Background: an optimization exercise with open tools, aiming at small area. Do not read the settings as production practice.
Only simulation tests tie the RTL to the original design; equivalence was not proved.
Power figures rest on the tool's default switching activity, not on a simulated workload.

==> flow/design.v (excerpt) <==
module aes_req_arbiter
#(
  parameter int N_REQ      = 4,
  parameter int LATENCY    = 41,
  parameter int FIFO_DEPTH = 8
) (
  input  logic                          clock,
  input  logic                          reset_n,
  input  logic [N_REQ-1:0]              i_req_valid,
  input  logic [N_REQ*BLOCK_W-1:0]      i_req_state,
  input  logic [N_REQ*BLOCK_W-1:0]      i_req_key,
  output logic [N_REQ-1:0]              o_req_ready,
  output logic                          o_core_tx_en,
  output logic [BLOCK_W-1:0]            o_core_state,
  output logic [BLOCK_W-1:0]            o_core_key,
  input  logic                          i_core_tx_en,
  input  logic [BLOCK_W-1:0]            i_core_state,
  output logic                          o_rsp_valid,
  output logic [$clog2(N_REQ)-1:0]      o_rsp_id,
  output logic [BLOCK_W-1:0]            o_rsp_state,
  input  logic                          i_rsp_ready,
  output logic [$clog2(FIFO_DEPTH):0]   o_outstanding,
  output logic                          o_err
);
Size: roughly 3,200 cells after synthesis, roughly 1,400 flip-flops, ~1,600 I/O pins, about 51,000 um^2 of cells after synthesis.
export LEC_CHECK = 0
export CAP_MARGIN = 0
export CORE_AREA = 5 5 445 445
export CTS_BUF_LIST = sky130_fd_sc_hd__clkbuf_16
export CTS_CLUSTER_DIAMETER = 100
export CTS_CLUSTER_SIZE = 20
export DIE_AREA = 0 0 450 450
export SLEW_MARGIN = 0
create_clock -name core_clock -period 7.0 [get_ports {clock}]
standard.sh (not shown) runs the stock make flow with config.mk's settings and CLKGATE_MAP_FILE= SYNTH_SCRIPT=/design/flow/synth_recipe.tcl, a recipe that flattens the netlist after the stock synthesis.
==> flow/flow/run.sh <==
#!/bin/bash
# Standard ORFS layout, with every port buffered by the smallest buffer cell.
set -euo pipefail
export BUFFER_PORTS_ARGS="-buffer_cell sky130_fd_sc_hd__buf_1"
bash standard.sh > standard_flow.log 2>&1
The first run reached the layout checks and failed them: antenna rules.
Next try:
==> flow/flow/run.sh (replaced) <==
#!/bin/bash
# Standard ORFS layout, with every port buffered by the smallest buffer cell.
# IO pins go on the top and bottom edges (met2), one routing track apart.
set -euo pipefail
export BUFFER_PORTS_ARGS="-buffer_cell sky130_fd_sc_hd__buf_1"
export PLACE_PINS_ARGS="-min_distance 1 -min_distance_in_tracks -exclude left:* -exclude right:*"
bash standard.sh > standard_flow.log 2>&1
Settings changed: CAP_MARGIN 0 to 20, CORE_AREA 5 5 445 445 to 5 5 435 245, CTS_BUF_LIST sky130_fd_sc_hd__clkbuf_16 to sky130_fd_sc_hd__clkbuf_8, CTS_CLUSTER_SIZE 20 to 50, DIE_AREA 0 0 450 450 to 0 0 440 250, SLEW_MARGIN 0 to 20.
Now the flow never finished: it broke off in global routing (5_1_grt).
Area after synthesis is unchanged.
Synthesized cell count is unchanged.
Next try:
==> flow/flow/run.sh (replaced) <==
#!/bin/bash
# Standard ORFS layout, with every port buffered by the smallest buffer cell.
set -euo pipefail
export BUFFER_PORTS_ARGS="-buffer_cell sky130_fd_sc_hd__buf_1"
bash standard.sh > standard_flow.log 2>&1
Settings changed: CORE_AREA 5 5 435 245 to 5 5 445 445, CTS_BUF_LIST sky130_fd_sc_hd__clkbuf_8 to sky130_fd_sc_hd__clkbuf_16, CTS_CLUSTER_DIAMETER 100 to 50, CTS_CLUSTER_SIZE 50 to 20, DIE_AREA 0 0 440 250 to 0 0 450 450.
The new run completed with no timing, DRC or antenna violations. Area after synthesis does not change. Synthesized cell count does not change.
Next try:
==> flow/run.sh (new file) <==
#!/bin/bash
# synth_recipe.tcl (not shown) runs the flow's synth.tcl, then flattens the netlist and writes it again
# the make line also repeats each setting of config.mk as NAME=value (left out here)
make -C /OpenROAD-flow-scripts/flow DESIGN_CONFIG=/design/flow/config.mk WORK_HOME=/design/flow/orfs CLKGATE_MAP_FILE= SYNTH_SCRIPT=/design/flow/synth_recipe.tcl finish
Settings changed: CORE_AREA 5 5 445 445 to 10 10 590 590, CTS_BUF_LIST sky130_fd_sc_hd__clkbuf_16 to not set, CTS_CLUSTER_DIAMETER 50 to not set, CTS_CLUSTER_SIZE 20 to not set, DIE_AREA 0 0 450 450 to 0 0 600 600.
removed: flow/flow/run.sh
removed: flow/standard.sh
Cell area grows by 19%.
Final cell count grows by 25%.
Clock power grows by 3.3%.

## re-timing with driven ports
The flow's constraints put no driver on any port. The routed layouts listed below were extracted and timed again, unchanged, in two steps.
Step 1 sets driving cells, clkbuf_16 on the clock port and buf_2 on the other inputs (assumed; they add their load-dependent delay and slew).
Step 2, shift: input delay + t, output delay - t, t = (earliest + latest rising clock arrival at the registers) / 2. This alone moves slack from input paths to output paths.
a / b / c = ideal / step 1 / step 2; a / b = the first two.
run	shift t [ns]	setup WS [ns]	worst slew at a driven data input, ns
the first run	0.822	1.436 / 1.383 / 1.338	0.56
the third run	0.867	1.436 / 1.391 / 1.297	0.66
the fourth run	0.912	1.006 / 0.932 / 0.601	0.57
The setup slack of the fourth run, which loses most, moves by -0.074 ns with the drivers and by -0.405 ns with both steps.
